This design comes from an exercise in tuning for small area, a short achievable clock period and few clock cycles per item on the open sky130 flow, not from production work.
In this exercise RTL edits were held to simulation tests only and were not proved equivalent to the original.
Power is estimated from default activity; no workload was simulated.

==> build 10 <==
==> flow/design.v (excerpt) <==
module rank_transform_top #(
    parameter int MAX_ELEMENTS = rt_pkg::MAX_ELEMENTS_DEF
) (
    input  logic                              clk,
    input  logic                              rst_n,
    input  logic                              item_valid,
    output logic                              item_stall,
    input  logic signed [rt_pkg::VALUE_W-1:0] value,
    input  logic                              last,
    output logic                              res_valid,
    input  logic                              res_stall,
    output logic [rt_pkg::RANK_W-1:0]         rank,
    output logic                              final_res,
    output logic                              overflow
);
Settings: LEC_CHECK=0, CAP_MARGIN=20, CORE_MARGIN=2, CORE_UTILIZATION=40, CTS_CLUSTER_DIAMETER=100, CTS_CLUSTER_SIZE=20, SETUP_SLACK_MARGIN=3.3, SLEW_MARGIN=20; clock period 6.0 ns.
run.sh (not shown) runs the stock make flow with config.mk's settings and CLKGATE_MAP_FILE= SYNTH_SCRIPT=/design/flow/synth_recipe.tcl, a recipe that flattens the netlist after the stock synthesis.
==> trial 58: changes against build 10 <==
--- a/flow/design.v
+++ b/flow/design.v
@@ -518,11 +518,11 @@
     function automatic logic [5:0] cstep(input logic [5:0] s);
         cstep = {s[4:0], s[5] ^ s[4] ^ (s[4:0] == 5'd0)};
     endfunction
     localparam int N  = 64;    
     localparam int FD = 8;     
-    localparam int PD = 3;     
+    localparam int PD = 4;     
     logic                stall_reg;
     logic                in_v;
     logic                in_last;
     logic signed [31:0]  in_x;
     logic                take;
@@ -586,10 +586,11 @@
     logic [N-1:0]        ga;         
     logic [N-1:0]        pa;         
     logic [N-1:0]        ga_r;
     logic [N-1:0]        pa_r;
     logic [15:0]         xl_r;       
+    logic [15:0]         xln_r;      
     logic [N-1:0]        gt;
     logic [N-1:0]        we;
     assign s1_store = in_v && !cnt[6];
     assign s1_close = in_v && in_last;
     assign s1_drop  = in_v && cnt[6];
@@ -640,11 +641,10 @@
     end
     logic                s2_store;
     logic                s2_close;
     logic [5:0]          s2_pos;
     logic [5:0]          s2_ent;
-    logic [5:0]          s2_le;
     always_ff @(posedge clk or negedge rst_n)
     begin
         if (!rst_n)
         begin
             s2_store <= 1'b0;
@@ -659,37 +659,38 @@
     always_ff @(posedge clk)
     begin
         ga_r   <= ga;
         pa_r   <= pa;
         xl_r   <= in_x[15:0];
+        xln_r  <= ~in_x[15:0];
         s2_pos <= cnt[5:0];
         s2_ent <= wctr;
-        s2_le  <= s1_store ? wctr : (wctr - 6'd1);
     end
     always_comb
     begin
         for (int j = 0; j < N; j++)
         begin
             logic [1:0] l;
-            l     = gp16(vals[j][15:0], xl_r);
+            l     = gp16(vals[j][15:0], (j < N / 2) ? xl_r : ~xln_r);
             gt[j] = ga_r[j] || (pa_r[j] && l[1]);
         end
     end
     logic [N-1:0]        g_r;        
     logic [5:0]          pos_r;      
     logic [5:0]          ent_p [PD+1];
     logic [PD:0]         st_p;       
     logic [PD:0]         cl_p;       
-    logic [5:0]          le_p [PD+1];   
     logic [5:0]          sum_a;
     logic [5:0]          sum_b;
     logic [5:0]          pcb_r;      
     logic [5:0]          pcc;        
     logic [5:0]          pcx;        
     logic                incb_r;     
     logic                inc2_r;     
-    logic                inc3;       
+    logic [5:0]          pcc_r;      
+    logic                inc3_r;     
+    logic [N-1:0]        g_d;        
     logic [7:0]          wr_row;     
     logic [7:0]          wr_col;     
     logic [N-1:0]        inc;
     logic [N-1:0]        wr;
     logic [5:0]          rank_mem [N];
@@ -709,19 +710,20 @@
     always_ff @(posedge clk)
     begin
         g_r      <= gt;
         pos_r    <= s2_pos;
         ent_p[0] <= s2_ent;
-        le_p[0]  <= s2_le;
         for (int k = 1; k <= PD; k++)
         begin
             ent_p[k] <= ent_p[k-1];
-            le_p[k]  <= le_p[k-1];
         end
+        g_d    <= g_r;
         incb_r <= g_r[ent_p[1]];
         pcb_r  <= add6(sum_a, sum_b, incb_r);
         inc2_r <= g_r[ent_p[2]];
+        pcc_r  <= inc2_r ? cstep(pcc) : pcc;
+        inc3_r <= g_r[ent_p[3]];
         for (int k = 0; k < 8; k++)
         begin
             wr_row[k] <= st_p[PD-1] && (ent_p[PD-1][5:3] == 3'(k));
             wr_col[k] <= (ent_p[PD-1][2:0] == 3'(k));
         end
@@ -735,20 +737,12 @@
     );
     rt_renc u_enc (
         .b (pcb_r),
         .c (pcc)
     );
-    assign inc3 = |(g_r & wr);
-    always_comb
-    begin
-        case ({inc2_r, inc3})
-            2'b00:   pcx = pcc;
-            2'b11:   pcx = cstep(cstep(pcc));
-            default: pcx = cstep(pcc);
-        endcase
-    end
-    assign inc = g_r;
+    assign pcx = inc3_r ? cstep(pcc_r) : pcc_r;
+    assign inc = g_d;
     always_comb
     begin
         for (int r = 0; r < N; r++)
             wr[r] = wr_row[r / 8] && wr_col[r % 8];
     end
@@ -766,23 +760,25 @@
     logic [3:0]          fq_n;       
     logic [3:0]          nsets;      
     logic                hd_v;
     logic [5:0]          hd_last;
     logic                push;
+    logic [5:0]          push_last;
     logic                pop;
     logic                hd_load;
     logic                emit;
     logic [5:0]          optr;
     logic                ovf_flag;   
     assign push    = cl_p[PD];
+    assign push_last = ent_p[PD] - 6'(!st_p[PD]);
     assign hd_load = !hd_v || pop;
     always_ff @(posedge clk)
     begin
         if (push && !(hd_load && (fq_n == 4'd0)))
-            fq_last[fq_wp] <= le_p[PD];
+            fq_last[fq_wp] <= push_last;
         if (hd_load)
-            hd_last <= (fq_n != 4'd0) ? fq_last[fq_rp] : le_p[PD];
+            hd_last <= (fq_n != 4'd0) ? fq_last[fq_rp] : push_last;
     end
     logic [7:0]          rs_lo;      
     logic [7:0]          rs_hi;      
     logic                r_v;
     logic [5:0]          r_code;
--- a/flow/config.mk
+++ b/flow/config.mk
@@ -6,9 +6,10 @@
 export NUM_CORES = 4
 export LEC_CHECK = 0
 export CAP_MARGIN = 20
 export CORE_MARGIN = 2
 export CORE_UTILIZATION = 40
+export CTS_BUF_LIST = sky130_fd_sc_hd__clkbuf_8 sky130_fd_sc_hd__clkbuf_16
 export CTS_CLUSTER_DIAMETER = 100
 export CTS_CLUSTER_SIZE = 20
-export SETUP_SLACK_MARGIN = 3.3
+export SETUP_SLACK_MARGIN = 3.55
 export SLEW_MARGIN = 20
==> trial 24: changes against build 10 <==
--- a/flow/design.v
+++ b/flow/design.v
@@ -518,11 +518,11 @@
     function automatic logic [5:0] cstep(input logic [5:0] s);
         cstep = {s[4:0], s[5] ^ s[4] ^ (s[4:0] == 5'd0)};
     endfunction
     localparam int N  = 64;    
     localparam int FD = 8;     
-    localparam int PD = 3;     
+    localparam int PD = 4;     
     logic                stall_reg;
     logic                in_v;
     logic                in_last;
     logic signed [31:0]  in_x;
     logic                take;
@@ -586,10 +586,11 @@
     logic [N-1:0]        ga;         
     logic [N-1:0]        pa;         
     logic [N-1:0]        ga_r;
     logic [N-1:0]        pa_r;
     logic [15:0]         xl_r;       
+    logic [15:0]         xln_r;      
     logic [N-1:0]        gt;
     logic [N-1:0]        we;
     assign s1_store = in_v && !cnt[6];
     assign s1_close = in_v && in_last;
     assign s1_drop  = in_v && cnt[6];
@@ -640,11 +641,10 @@
     end
     logic                s2_store;
     logic                s2_close;
     logic [5:0]          s2_pos;
     logic [5:0]          s2_ent;
-    logic [5:0]          s2_le;
     always_ff @(posedge clk or negedge rst_n)
     begin
         if (!rst_n)
         begin
             s2_store <= 1'b0;
@@ -659,37 +659,38 @@
     always_ff @(posedge clk)
     begin
         ga_r   <= ga;
         pa_r   <= pa;
         xl_r   <= in_x[15:0];
+        xln_r  <= ~in_x[15:0];
         s2_pos <= cnt[5:0];
         s2_ent <= wctr;
-        s2_le  <= s1_store ? wctr : (wctr - 6'd1);
     end
     always_comb
     begin
         for (int j = 0; j < N; j++)
         begin
             logic [1:0] l;
-            l     = gp16(vals[j][15:0], xl_r);
+            l     = gp16(vals[j][15:0], (j < N / 2) ? xl_r : ~xln_r);
             gt[j] = ga_r[j] || (pa_r[j] && l[1]);
         end
     end
     logic [N-1:0]        g_r;        
     logic [5:0]          pos_r;      
     logic [5:0]          ent_p [PD+1];
     logic [PD:0]         st_p;       
     logic [PD:0]         cl_p;       
-    logic [5:0]          le_p [PD+1];   
     logic [5:0]          sum_a;
     logic [5:0]          sum_b;
     logic [5:0]          pcb_r;      
     logic [5:0]          pcc;        
     logic [5:0]          pcx;        
     logic                incb_r;     
     logic                inc2_r;     
-    logic                inc3;       
+    logic [5:0]          pcc_r;      
+    logic                inc3_r;     
+    logic [N-1:0]        g_d;        
     logic [7:0]          wr_row;     
     logic [7:0]          wr_col;     
     logic [N-1:0]        inc;
     logic [N-1:0]        wr;
     logic [5:0]          rank_mem [N];
@@ -709,19 +710,20 @@
     always_ff @(posedge clk)
     begin
         g_r      <= gt;
         pos_r    <= s2_pos;
         ent_p[0] <= s2_ent;
-        le_p[0]  <= s2_le;
         for (int k = 1; k <= PD; k++)
         begin
             ent_p[k] <= ent_p[k-1];
-            le_p[k]  <= le_p[k-1];
         end
+        g_d    <= g_r;
         incb_r <= g_r[ent_p[1]];
         pcb_r  <= add6(sum_a, sum_b, incb_r);
         inc2_r <= g_r[ent_p[2]];
+        pcc_r  <= inc2_r ? cstep(pcc) : pcc;
+        inc3_r <= g_r[ent_p[3]];
         for (int k = 0; k < 8; k++)
         begin
             wr_row[k] <= st_p[PD-1] && (ent_p[PD-1][5:3] == 3'(k));
             wr_col[k] <= (ent_p[PD-1][2:0] == 3'(k));
         end
@@ -735,20 +737,12 @@
     );
     rt_renc u_enc (
         .b (pcb_r),
         .c (pcc)
     );
-    assign inc3 = |(g_r & wr);
-    always_comb
-    begin
-        case ({inc2_r, inc3})
-            2'b00:   pcx = pcc;
-            2'b11:   pcx = cstep(cstep(pcc));
-            default: pcx = cstep(pcc);
-        endcase
-    end
-    assign inc = g_r;
+    assign pcx = inc3_r ? cstep(pcc_r) : pcc_r;
+    assign inc = g_d;
     always_comb
     begin
         for (int r = 0; r < N; r++)
             wr[r] = wr_row[r / 8] && wr_col[r % 8];
     end
@@ -766,23 +760,25 @@
     logic [3:0]          fq_n;       
     logic [3:0]          nsets;      
     logic                hd_v;
     logic [5:0]          hd_last;
     logic                push;
+    logic [5:0]          push_last;
     logic                pop;
     logic                hd_load;
     logic                emit;
     logic [5:0]          optr;
     logic                ovf_flag;   
     assign push    = cl_p[PD];
+    assign push_last = ent_p[PD] - 6'(!st_p[PD]);
     assign hd_load = !hd_v || pop;
     always_ff @(posedge clk)
     begin
         if (push && !(hd_load && (fq_n == 4'd0)))
-            fq_last[fq_wp] <= le_p[PD];
+            fq_last[fq_wp] <= push_last;
         if (hd_load)
-            hd_last <= (fq_n != 4'd0) ? fq_last[fq_rp] : le_p[PD];
+            hd_last <= (fq_n != 4'd0) ? fq_last[fq_rp] : push_last;
     end
     logic [7:0]          rs_lo;      
     logic [7:0]          rs_hi;      
     logic                r_v;
     logic [5:0]          r_code;
--- a/flow/config.mk
+++ b/flow/config.mk
@@ -5,10 +5,11 @@
 export SDC_FILE = /design/flow/constraint.sdc
 export NUM_CORES = 4
 export LEC_CHECK = 0
 export CAP_MARGIN = 20
 export CORE_MARGIN = 2
-export CORE_UTILIZATION = 40
+export CORE_UTILIZATION = 50
+export CTS_BUF_LIST = sky130_fd_sc_hd__clkbuf_8 sky130_fd_sc_hd__clkbuf_16
 export CTS_CLUSTER_DIAMETER = 100
 export CTS_CLUSTER_SIZE = 20
-export SETUP_SLACK_MARGIN = 3.3
+export SETUP_SLACK_MARGIN = 3.45
 export SLEW_MARGIN = 20
==> build 76: changes against build 10 <==
--- a/flow/design.v
+++ b/flow/design.v
@@ -518,11 +518,11 @@
     function automatic logic [5:0] cstep(input logic [5:0] s);
         cstep = {s[4:0], s[5] ^ s[4] ^ (s[4:0] == 5'd0)};
     endfunction
     localparam int N  = 64;    
     localparam int FD = 8;     
-    localparam int PD = 3;     
+    localparam int PD = 4;     
     logic                stall_reg;
     logic                in_v;
     logic                in_last;
     logic signed [31:0]  in_x;
     logic                take;
@@ -586,10 +586,11 @@
     logic [N-1:0]        ga;         
     logic [N-1:0]        pa;         
     logic [N-1:0]        ga_r;
     logic [N-1:0]        pa_r;
     logic [15:0]         xl_r;       
+    logic [15:0]         xln_r;      
     logic [N-1:0]        gt;
     logic [N-1:0]        we;
     assign s1_store = in_v && !cnt[6];
     assign s1_close = in_v && in_last;
     assign s1_drop  = in_v && cnt[6];
@@ -640,11 +641,10 @@
     end
     logic                s2_store;
     logic                s2_close;
     logic [5:0]          s2_pos;
     logic [5:0]          s2_ent;
-    logic [5:0]          s2_le;
     always_ff @(posedge clk or negedge rst_n)
     begin
         if (!rst_n)
         begin
             s2_store <= 1'b0;
@@ -659,37 +659,38 @@
     always_ff @(posedge clk)
     begin
         ga_r   <= ga;
         pa_r   <= pa;
         xl_r   <= in_x[15:0];
+        xln_r  <= ~in_x[15:0];
         s2_pos <= cnt[5:0];
         s2_ent <= wctr;
-        s2_le  <= s1_store ? wctr : (wctr - 6'd1);
     end
     always_comb
     begin
         for (int j = 0; j < N; j++)
         begin
             logic [1:0] l;
-            l     = gp16(vals[j][15:0], xl_r);
+            l     = gp16(vals[j][15:0], (j < N / 2) ? xl_r : ~xln_r);
             gt[j] = ga_r[j] || (pa_r[j] && l[1]);
         end
     end
     logic [N-1:0]        g_r;        
     logic [5:0]          pos_r;      
     logic [5:0]          ent_p [PD+1];
     logic [PD:0]         st_p;       
     logic [PD:0]         cl_p;       
-    logic [5:0]          le_p [PD+1];   
     logic [5:0]          sum_a;
     logic [5:0]          sum_b;
     logic [5:0]          pcb_r;      
     logic [5:0]          pcc;        
     logic [5:0]          pcx;        
     logic                incb_r;     
     logic                inc2_r;     
-    logic                inc3;       
+    logic [5:0]          pcc_r;      
+    logic                inc3_r;     
+    logic [N-1:0]        g_d;        
     logic [7:0]          wr_row;     
     logic [7:0]          wr_col;     
     logic [N-1:0]        inc;
     logic [N-1:0]        wr;
     logic [5:0]          rank_mem [N];
@@ -709,19 +710,20 @@
     always_ff @(posedge clk)
     begin
         g_r      <= gt;
         pos_r    <= s2_pos;
         ent_p[0] <= s2_ent;
-        le_p[0]  <= s2_le;
         for (int k = 1; k <= PD; k++)
         begin
             ent_p[k] <= ent_p[k-1];
-            le_p[k]  <= le_p[k-1];
         end
+        g_d    <= g_r;
         incb_r <= g_r[ent_p[1]];
         pcb_r  <= add6(sum_a, sum_b, incb_r);
         inc2_r <= g_r[ent_p[2]];
+        pcc_r  <= inc2_r ? cstep(pcc) : pcc;
+        inc3_r <= g_r[ent_p[3]];
         for (int k = 0; k < 8; k++)
         begin
             wr_row[k] <= st_p[PD-1] && (ent_p[PD-1][5:3] == 3'(k));
             wr_col[k] <= (ent_p[PD-1][2:0] == 3'(k));
         end
@@ -735,20 +737,12 @@
     );
     rt_renc u_enc (
         .b (pcb_r),
         .c (pcc)
     );
-    assign inc3 = |(g_r & wr);
-    always_comb
-    begin
-        case ({inc2_r, inc3})
-            2'b00:   pcx = pcc;
-            2'b11:   pcx = cstep(cstep(pcc));
-            default: pcx = cstep(pcc);
-        endcase
-    end
-    assign inc = g_r;
+    assign pcx = inc3_r ? cstep(pcc_r) : pcc_r;
+    assign inc = g_d;
     always_comb
     begin
         for (int r = 0; r < N; r++)
             wr[r] = wr_row[r / 8] && wr_col[r % 8];
     end
@@ -766,23 +760,25 @@
     logic [3:0]          fq_n;       
     logic [3:0]          nsets;      
     logic                hd_v;
     logic [5:0]          hd_last;
     logic                push;
+    logic [5:0]          push_last;
     logic                pop;
     logic                hd_load;
     logic                emit;
     logic [5:0]          optr;
     logic                ovf_flag;   
     assign push    = cl_p[PD];
+    assign push_last = ent_p[PD] - 6'(!st_p[PD]);
     assign hd_load = !hd_v || pop;
     always_ff @(posedge clk)
     begin
         if (push && !(hd_load && (fq_n == 4'd0)))
-            fq_last[fq_wp] <= le_p[PD];
+            fq_last[fq_wp] <= push_last;
         if (hd_load)
-            hd_last <= (fq_n != 4'd0) ? fq_last[fq_rp] : le_p[PD];
+            hd_last <= (fq_n != 4'd0) ? fq_last[fq_rp] : push_last;
     end
     logic [7:0]          rs_lo;      
     logic [7:0]          rs_hi;      
     logic                r_v;
     logic [5:0]          r_code;
--- a/flow/config.mk
+++ b/flow/config.mk
@@ -5,10 +5,11 @@
 export SDC_FILE = /design/flow/constraint.sdc
 export NUM_CORES = 4
 export LEC_CHECK = 0
 export CAP_MARGIN = 20
 export CORE_MARGIN = 2
-export CORE_UTILIZATION = 40
+export CORE_UTILIZATION = 50
+export CTS_BUF_LIST = sky130_fd_sc_hd__clkbuf_8 sky130_fd_sc_hd__clkbuf_16
 export CTS_CLUSTER_DIAMETER = 100
 export CTS_CLUSTER_SIZE = 20
-export SETUP_SLACK_MARGIN = 3.3
+export SETUP_SLACK_MARGIN = 3.55
 export SLEW_MARGIN = 20
==> results.txt <==
| item | trial 24 | build 10 | build 76 | trial 58 |
|---|---|---|---|---|
| Status | timing/DRC/antenna clean | timing/DRC/antenna clean | timing/DRC/antenna clean | timing/DRC/antenna clean |
| Syn Inst Count | 10,800 | 11,000 | 10,800 | 10,800 |
| Count of different cell masters after synthesis | 77 | 83 | 77 | 77 |
| Design internal power | 32,500 uW | 36,800 uW | 32,400 uW | 32,600 uW |
| Setup fix buffers added after clock tree synthesis | 61 | 205 | 75 | 93 |
| Share of the synthesized netlist area taken by xor and xnor gates | 0.729% | 0.342% | 0.729% | 0.729% |
| Delay contributed by the slowest stage of the critical path | 0.46 ns | 0.48 ns | 0.46 ns | 0.51 ns |
| Number of signal-net inverters in the final layout | 484 | 618 | 487 | 483 |
| CP arrival | 1.48 ns | 4.05 ns | 1.48 ns | 1.54 ns |
| Gr usage total | 30.8% | 27.0% | 32.0% | 24.9% |
| Combinational power | 6640 uW | 16,600 uW | 7030 uW | 6770 uW |
| Crit path from | stall_reg | wr_col[1] | stall_reg | stall_reg |
| Number of gates on the worst path with buffers counted | 1 | 17 | 1 | 1 |
| Simple-gate area share of the yosys netlist | 9.03% | 11.5% | 9.03% | 9.03% |
| Avg Cell Area, Syn | 12.6 sq um | 12.4 sq um | 12.6 sq um | 12.6 sq um |
| Critical path type | flop to output port | flop to flop | flop to output port | flop to output port |
| # diodes | 10 | 26 | 25 | 15 |
| Largest fanout on the critical path | 2 | 8 | 2 | 2 |
| Multi-input gate share of total cell area | 29.4% | 30.9% | 29.5% | 29.2% |
| Switching power summed over all nets | 12,900 uW | 17,800 uW | 13,200 uW | 13,000 uW |
| Global-route met3 utilization | 4.33% | 4.90% | 5.79% | 4.21% |
| Post-cts sizing count | 239 | 1,191 | 273 | 315 |
| Worst clock skew on the final layout | 0.0585 ns | 0.0816 ns | 0.0418 ns | 0.0825 ns |
| Detailed placement HPWL | 260,000 microns | 276,000 microns | 256,000 microns | 260,000 microns |
Testbench counts of build 10, summed over its fixed seeds: cycles 7,007, items 6,357.
Testbench counts of trial 58, summed over its fixed seeds: cycles 7,042, items 6,357.
Testbench counts of trial 24, summed over its fixed seeds: cycles 7,042, items 6,357.
Testbench counts of build 76, summed over its fixed seeds: cycles 7,042, items 6,357.

## what the ideal ports hide
The results above use ideal ports. As a check the final layouts listed here were re-extracted and re-timed, cells and wires unchanged.
Step 1 sets driving cells, clkbuf_16 on the clock port and buf_2 on the other inputs (assumed; they add their load-dependent delay and slew).
Step 2 adds t to the input delays and takes it off the output delays; t is the mean of the earliest and latest rising clock arrival at the registers after step 1. Input paths then give back, and output paths get back, about the clock's delay inside the block.
Slacks: no drivers / after step 1 / after step 2; pairs: no drivers / after step 1.
run | t (ns) | slack for setup (ns) | latest minus earliest clock arrival (ns) | worst data-port slew with drivers (ns)
build 10 | 1.006 | 2.601 / 2.601 / 2.467 | 0.092 / 0.091 | 0.07
trial 58 | 0.981 | 3.263 / 3.158 / 2.617 | 0.096 / 0.096 | 0.15
trial 24 | 0.971 | 3.317 / 3.223 / 2.641 | 0.064 / 0.064 | 0.09
build 76 | 0.978 | 3.322 / 3.226 / 2.483 | 0.053 / 0.053 | 0.09
After both steps every run listed still meets setup and hold. For build 76, which loses most, drivers alone change the setup slack by -0.096 ns; drivers and shift together by -0.839 ns.
